What follows belongs to an exercise in optimizing a design on an open flow for small area; a production flow would make more cautious choices.
Only simulation tests tie the RTL to the original design; equivalence was not proved.
Power figures rest on the tool's default switching activity, not on a simulated workload.

### design/flow/design.v
module id_stage (
  input  logic        clk,
  input  logic        rst,
  input  logic [31:0] instD,
  input  logic [31:0] pcD,
  input  logic [31:0] pcplus4D,
  input  logic        regwriteW,
  input  logic [4:0]  rdW,
  input  logic [31:0] resultW,
  input  logic        flushE,
  output logic        regwriteE,
  output logic        memwriteE,
  output logic        resultsrcE,
  output logic        branchE,
  output logic        alusrcE,
  output logic [2:0]  alucontrolE,
  output logic [31:0] rd1E,
  output logic [31:0] rd2E,
  output logic [31:0] immextE,
  output logic [31:0] pcE,
  output logic [31:0] pcplus4E,
  output logic [4:0]  rs1E,
  output logic [4:0]  rs2E,
  output logic [4:0]  rdE
);
  localparam logic [6:0] OP_R      = 7'b0110011;
  localparam logic [6:0] OP_I_ALU  = 7'b0010011;
  localparam logic [6:0] OP_LOAD   = 7'b0000011;
  localparam logic [6:0] OP_STORE  = 7'b0100011;
  localparam logic [6:0] OP_BRANCH = 7'b1100011;
  localparam logic [2:0] ALU_ADD = 3'b000;
  localparam logic [2:0] ALU_SUB = 3'b001;
  localparam logic [2:0] ALU_AND = 3'b010;
  localparam logic [2:0] ALU_OR  = 3'b011;
  localparam logic [2:0] ALU_SLT = 3'b101;
  typedef struct packed {
    logic        regwrite;
    logic        memwrite;
    logic        resultsrc;
    logic        branch;
    logic        alusrc;
    logic [2:0]  alucontrol;
    logic [31:0] rd1;
    logic [31:0] rd2;
    logic [31:0] immext;
    logic [31:0] pc;
    logic [31:0] pcplus4;
    logic [4:0]  rs1;
    logic [4:0]  rs2;
    logic [4:0]  rd;
  } idex_t;
  logic [6:0]  opcode;
  logic [2:0]  funct3;
  logic [4:0]  rs1_addr;
  logic [4:0]  rs2_addr;
  logic [31:0] rf_reg [32];
  logic [31:0] rd1_val;
  logic [31:0] rd2_val;
  logic        rf_wen;
  idex_t       idex_next;
  idex_t       idex_reg;
  assign opcode   = instD[6:0];
  assign funct3   = instD[14:12];
  assign rs1_addr = instD[19:15];
  assign rs2_addr = instD[24:20];
  assign rf_wen   = regwriteW && (rdW != 5'd0);
  function automatic logic [2:0] alu_from_funct3(input logic [2:0] f3, input logic sub_sel);
    case (f3)
      3'b000:  alu_from_funct3 = sub_sel ? ALU_SUB : ALU_ADD;
      3'b111:  alu_from_funct3 = ALU_AND;
      3'b110:  alu_from_funct3 = ALU_OR;
      3'b010:  alu_from_funct3 = ALU_SLT;
      default: alu_from_funct3 = ALU_ADD;
    endcase
  endfunction
  always_ff @(posedge clk or posedge rst) begin
    if (rst) begin
      for (int i = 0; i < 32; i++) rf_reg[i] <= '0;
    end else if (rf_wen) begin
      rf_reg[rdW] <= resultW;
    end
  end
  always_comb begin
    rd1_val = rf_reg[rs1_addr];
    rd2_val = rf_reg[rs2_addr];
    if (rf_wen && (rdW == rs1_addr)) rd1_val = resultW;
    if (rf_wen && (rdW == rs2_addr)) rd2_val = resultW;
    if (rs1_addr == 5'd0) rd1_val = '0;
    if (rs2_addr == 5'd0) rd2_val = '0;
  end
  always_comb begin
    idex_next         = '0;
    idex_next.rd1     = rd1_val;
    idex_next.rd2     = rd2_val;
    idex_next.pc      = pcD;
    idex_next.pcplus4 = pcplus4D;
    idex_next.rs1     = rs1_addr;
    idex_next.rs2     = rs2_addr;
    idex_next.rd      = instD[11:7];
    case (opcode)
      OP_R: begin
        idex_next.regwrite   = 1'b1;
        idex_next.alucontrol = alu_from_funct3(funct3, instD[30]);
      end
      OP_I_ALU: begin
        idex_next.regwrite   = 1'b1;
        idex_next.alusrc     = 1'b1;
        idex_next.alucontrol = alu_from_funct3(funct3, 1'b0);
        idex_next.immext     = {{20{instD[31]}}, instD[31:20]};
      end
      OP_LOAD: begin
        idex_next.regwrite   = 1'b1;
        idex_next.alusrc     = 1'b1;
        idex_next.resultsrc  = 1'b1;
        idex_next.immext     = {{20{instD[31]}}, instD[31:20]};
      end
      OP_STORE: begin
        idex_next.alusrc     = 1'b1;
        idex_next.memwrite   = 1'b1;
        idex_next.immext     = {{20{instD[31]}}, instD[31:25], instD[11:7]};
      end
      OP_BRANCH: begin
        idex_next.branch     = 1'b1;
        idex_next.alucontrol = ALU_SUB;
        idex_next.immext     = {{20{instD[31]}}, instD[7], instD[30:25], instD[11:8], 1'b0};
      end
      default: ;
    endcase
  end
  always_ff @(posedge clk or posedge rst) begin
    if (rst) begin
      idex_reg <= '0;
    end else if (flushE) begin
      idex_reg <= '0;
    end else begin
      idex_reg <= idex_next;
    end
  end
  assign regwriteE   = idex_reg.regwrite;
  assign memwriteE   = idex_reg.memwrite;
  assign resultsrcE  = idex_reg.resultsrc;
  assign branchE     = idex_reg.branch;
  assign alusrcE     = idex_reg.alusrc;
  assign alucontrolE = idex_reg.alucontrol;
  assign rd1E        = idex_reg.rd1;
  assign rd2E        = idex_reg.rd2;
  assign immextE     = idex_reg.immext;
  assign pcE         = idex_reg.pc;
  assign pcplus4E    = idex_reg.pcplus4;
  assign rs1E        = idex_reg.rs1;
  assign rs2E        = idex_reg.rs2;
  assign rdE         = idex_reg.rd;
endmodule
### design/flow/run.sh
#!/bin/bash
# synth_recipe.tcl (not shown) runs the flow's synth.tcl, then flattens the netlist and writes it again
# the make line also repeats each setting of config.mk as NAME=value (left out here)
make -C /OpenROAD-flow-scripts/flow DESIGN_CONFIG=/design/flow/config.mk WORK_HOME=/design/flow/orfs CLKGATE_MAP_FILE= SYNTH_SCRIPT=/design/flow/synth_recipe.tcl finish
### design/flow/config.mk
export PLATFORM = sky130hd
export DESIGN_NAME = id_stage
export DESIGN_NICKNAME = id_stage
export VERILOG_FILES = /design/flow/design.v
export SDC_FILE = /design/flow/constraint.sdc
export NUM_CORES = 4
export LEC_CHECK = 0
export CAP_MARGIN = 20
export CORE_MARGIN = 2
export CORE_UTILIZATION = 40
export SLEW_MARGIN = 20
### design/flow/constraint.sdc
create_clock -name core_clock -period 5.0 [get_ports {clk}]
set_input_delay 1.0000 -clock core_clock [delete_from_list [all_inputs] [get_ports {clk}]]
set_output_delay 1.0000 -clock core_clock [all_outputs]
set_load 0.01 [all_outputs]
==> impl_metrics.csv <==
group,metric,value,unit
pwr,p_comb_share,12.9,%
sta,timing.hold.ws,523.9,ps
routing,route.vias.total,47900,
placed_design,place.gp.congestion,1.017,
sta,slew_headroom,10.99,%
pwr,pwr-share-seq,48.5,%
clock_tree,cts_setup_buffers,0,
synth,synthArstFlopShare,100.0,%
routing,ant_nets,0,
sta,finalCritPeriodShare,80.62,%
clock_tree,cts.repair.resized,0,
synth,synthTopCellsByCount,"dfrtp_1, mux2_2, a22oi_1, buf_2, a22o_1",
floorplanning,die_y,373.9,µm
routing,drcViolationCount,0,
pwr,worst_ir_drop_vdd,0.3205,mV
synth,yosys_warnings,2,
clock_tree,cts_buffers,130,
synth,muxShareOfSynthArea,20.42,%
synth,synth_top_family_by_area,"multiplexers",
critical_path,critPathKind,"input port to flip-flop",
critical_path,crit_arrival,4650,ps
placed_design,placed_area,61480,µm²
synth,synth-xor-area-share,0.1600,%
layout,largest_register_ffs,992,
synth,synth_compound_area_share,15.44,%
synth,syn_nets,4617,
critical_path,endpoint_kind,"flip-flop",
sta,skew,31.89,ps
critical_path,crit_path_max_incr_delay,820,ps
clock_tree,clock_latency,810,ps
floorplanning,ios,320,
synth,yosysSeqAreaShare,52.85,%
sta,finalHoldViolations,0,
placed_design,dp_hpwl,172800,µm
global_route,gr-usage-all-layers,38.41,%
synth,synth_top_area_cell,"dfrtp_1",
pwr,switchingPower,7.615,mW
global_route,grt_pass1_vias,46380,
synth,synthAdderAreaFrac,0,%
pwr,p_clk_share,38.6,%
synth,synthSimpleGateAreaFrac,7.080,%
global_route,antenna_found_initial,11,
clock_tree,clock_path_buffers,3,
critical_path,regToRegSetupSlack,2680,ps
floorplanning,core_area,135600,µm²
floorplanning,initial_core_util,40.35,%
clock_tree,h-tree-depth,4,
sta,max_freq,0.2481,GHz
critical_path,worstPathMaxFanout,17,
synth,synth_edf_count,0,
layout,instances_no_fill,6659,
critical_path,required,5620,ps
clock_tree,cts_tree,"done",
outcome,status,"no timing/DRC/antenna violations",
critical_path,slowest_stage,"nand2b_1",
routing,wirelength,275400,µm
layout,nNetsFinal,4910,
routing,first_pass_iters,10,
synth,synth_cells,4480,
layout,final_cell_area,65910,µm²
sta,setup_tns,0,ps
sta,slew_viol_final,0,
synth,synth_top_flop_cell,"dfrtp_1",
global_route,grt_start_max_net_pins,134,
routing,wire_per_inst,41.36,µm
routing,dr.first_iter.drc_count,9230,
sta,period_minus_slack,4031,ps
synth,yosys.cell_count.top_type,"dfrtp_1",
synth,netlist_area,54730,µm²
clock_tree,cts_num_sinks,1156,
critical_path,crit_buf_inv,2,
pwr,power-per-cell-area,401.3,nW/µm²
pwr,leakage,28.06,nW
clock_tree,root_buffer,"clkbuf_16",
min_path,timing.hold.worst.class,"flip-flop to flip-flop",
floorplanning,die_area,139800,µm²
synth,yosys-top-cells-area,"dfrtp_1, mux2_2, a22oi_1",
synth,yosysUniqueCellTypes,62,
synth,ys_ff_latch,1156,
critical_path,cp_top_family,"simple AND/OR/NAND/NOR gates",
placed_design,dp_cells,6421,
global_route,grt_pass1_wl,377000,µm
sta,tightest_slew,1332,ps
job,maxCapViolations,0,
global_route,overflow,0,
synth,yosys.area.top_type_share,52.85,%
sta,finalSetupViolCount,0,
routing,viasPerCell,7.194,
layout,layout-drive-gt1-share,33.18,%
layout,area_growth,20.43,%
critical_path,crit_chain,"buf_2 -> nand2b_1 -> nor2_4 -> buf_4 -> a221oi_1 -> nand3_1 -> nor4_1 -> o21ai_0",
critical_path,worst_setup_path_start_kind,"input port",
placed_design,numPortBuffers,319,
pwr,p_int,18.83,mW
clock_tree,clk_pin_slew_worst_paths,60,ps
clock_tree,hold_buffers,0,
pwr,swShare,28.79,%
floorplanning,rows,135,
layout,final_util,48.59,%
sta,rsz0062_at_grt,"false",
floorplanning,die_w,373.9,µm
synth,syn_avg_cell_area,12.22,µm²
power by group through the flow:
stage / registers [mW] / clock network, mW / logic [mW]
floorplan: 12.2 / 0 / 2.19
global placement: 12.8 / 0 / 3.25
detailed placement: 12.8 / 0 / 3.34
CTS: 12.7 / 10.3 / 3.35
global route: 12.9 / 10.7 / 3.61
finish: 12.8 / 10.2 / 3.41
placed cells by master, fill, tap and decap left out, drive strengths merged, types with 9 or more instances in the layout:
master and instances:
a21oi 65, a221oi 189, a22o 190, a22oi 500, a31oi 13, and2 11
buf 322, bufinv 14, clkbuf 183, clkdlybuf4s50 297, clkinv 19, clkinvlp 9
dfrtp 1156, inv 16, mux2 989, nand2 146, nand2b 11, nand3 112
nand4 133, nor2 106, nor2b 90, nor3 37, nor4 45, o21ai 137
final timing paths:
check | endpoint | startpoint | cells after the start
min | rf_reg[1][19] | rf_reg[1][19] | 1
min in group asynchronous | rf_reg[16][28] | rst | 2
max reg2reg | idex_reg[122] | rf_reg[5][11] | 5
max in group asynchronous | idex_reg[129] | rst | 4
min reg2reg | rf_reg[1][19] | rf_reg[1][19] | 1
max | idex_reg[122] | instD[24] | 8
area by class of cell:
| cell class | count | area (µm²) |
|---|---|---|
| Antenna cell | 5 | 12.51 |
| Timing Repair Buffer | 619 | 6075 |
| Fill cell | 12170 | 69730 |
| Clock buffer | 183 | 3777 |
| Tap cell | 1781 | 2228 |
| Inverter | 9 | 37.54 |
| Multi-Input combinational cell | 2857 | 24140 |
| Clock inverter | 49 | 709.4 |
| Sequential cell | 1156 | 28930 |
per-stage QoR:
step | power [mW] | setup slack [ps]
final | 26.45 | 969.2
after floorplan | 14.35 | -11960
after CTS | 26.31 | 1371
after global placement | 16.09 | 555.1
after detailed placement | 16.17 | 540.7
after global routing | 27.16 | 1106
layer usage:
metal	GRT usage [%]	routed length [µm]	part of all wire [%]
met2	52.56	109000	40
met5	0	59	0.021
met1	48.97	101400	37
met4	23.15	21370	7.8
met3	17.98	43600	16
kinds of logic (layout without fill, tap and decap cells):
group,after synthesis,in the layout
buffers and inverters,467,860
DFF,1156,1156
AOI/OAI and AO/OA,1126,1126
muxes,993,993
and+or+nand+nor,728,728
other,0,5
xor gates and xnor gates,10,10

## static timing again, ports no longer ideal
How much do the figures lean on ideal ports? The routed layout below was timed once more, with nothing changed but the port constraints.
Step 1, drivers: a clkbuf_16 drives clk and a buf_2 each remaining input, both assumed.
Step 2, shift: input delay + t, output delay - t, t = (earliest + latest rising clock arrival at the registers) / 2. This alone moves slack from input paths to output paths.
Slacks: no drivers / after step 1 / after step 2; pairs: no drivers / after step 1.
t (ns): 0.869
setup slack, ns: 0.969 / 0.949 / 0.080
hold WS [ns]: 0.524 / 0.524 / 0.524
worst register clock-pin slew, ns: 0.07 / 0.07
worst data-port slew with drivers (ns): 0.26
After both steps setup and hold are still met in this run. The setup slack of this run moves by -0.020 ns with the drivers and by -0.889 ns with both steps.
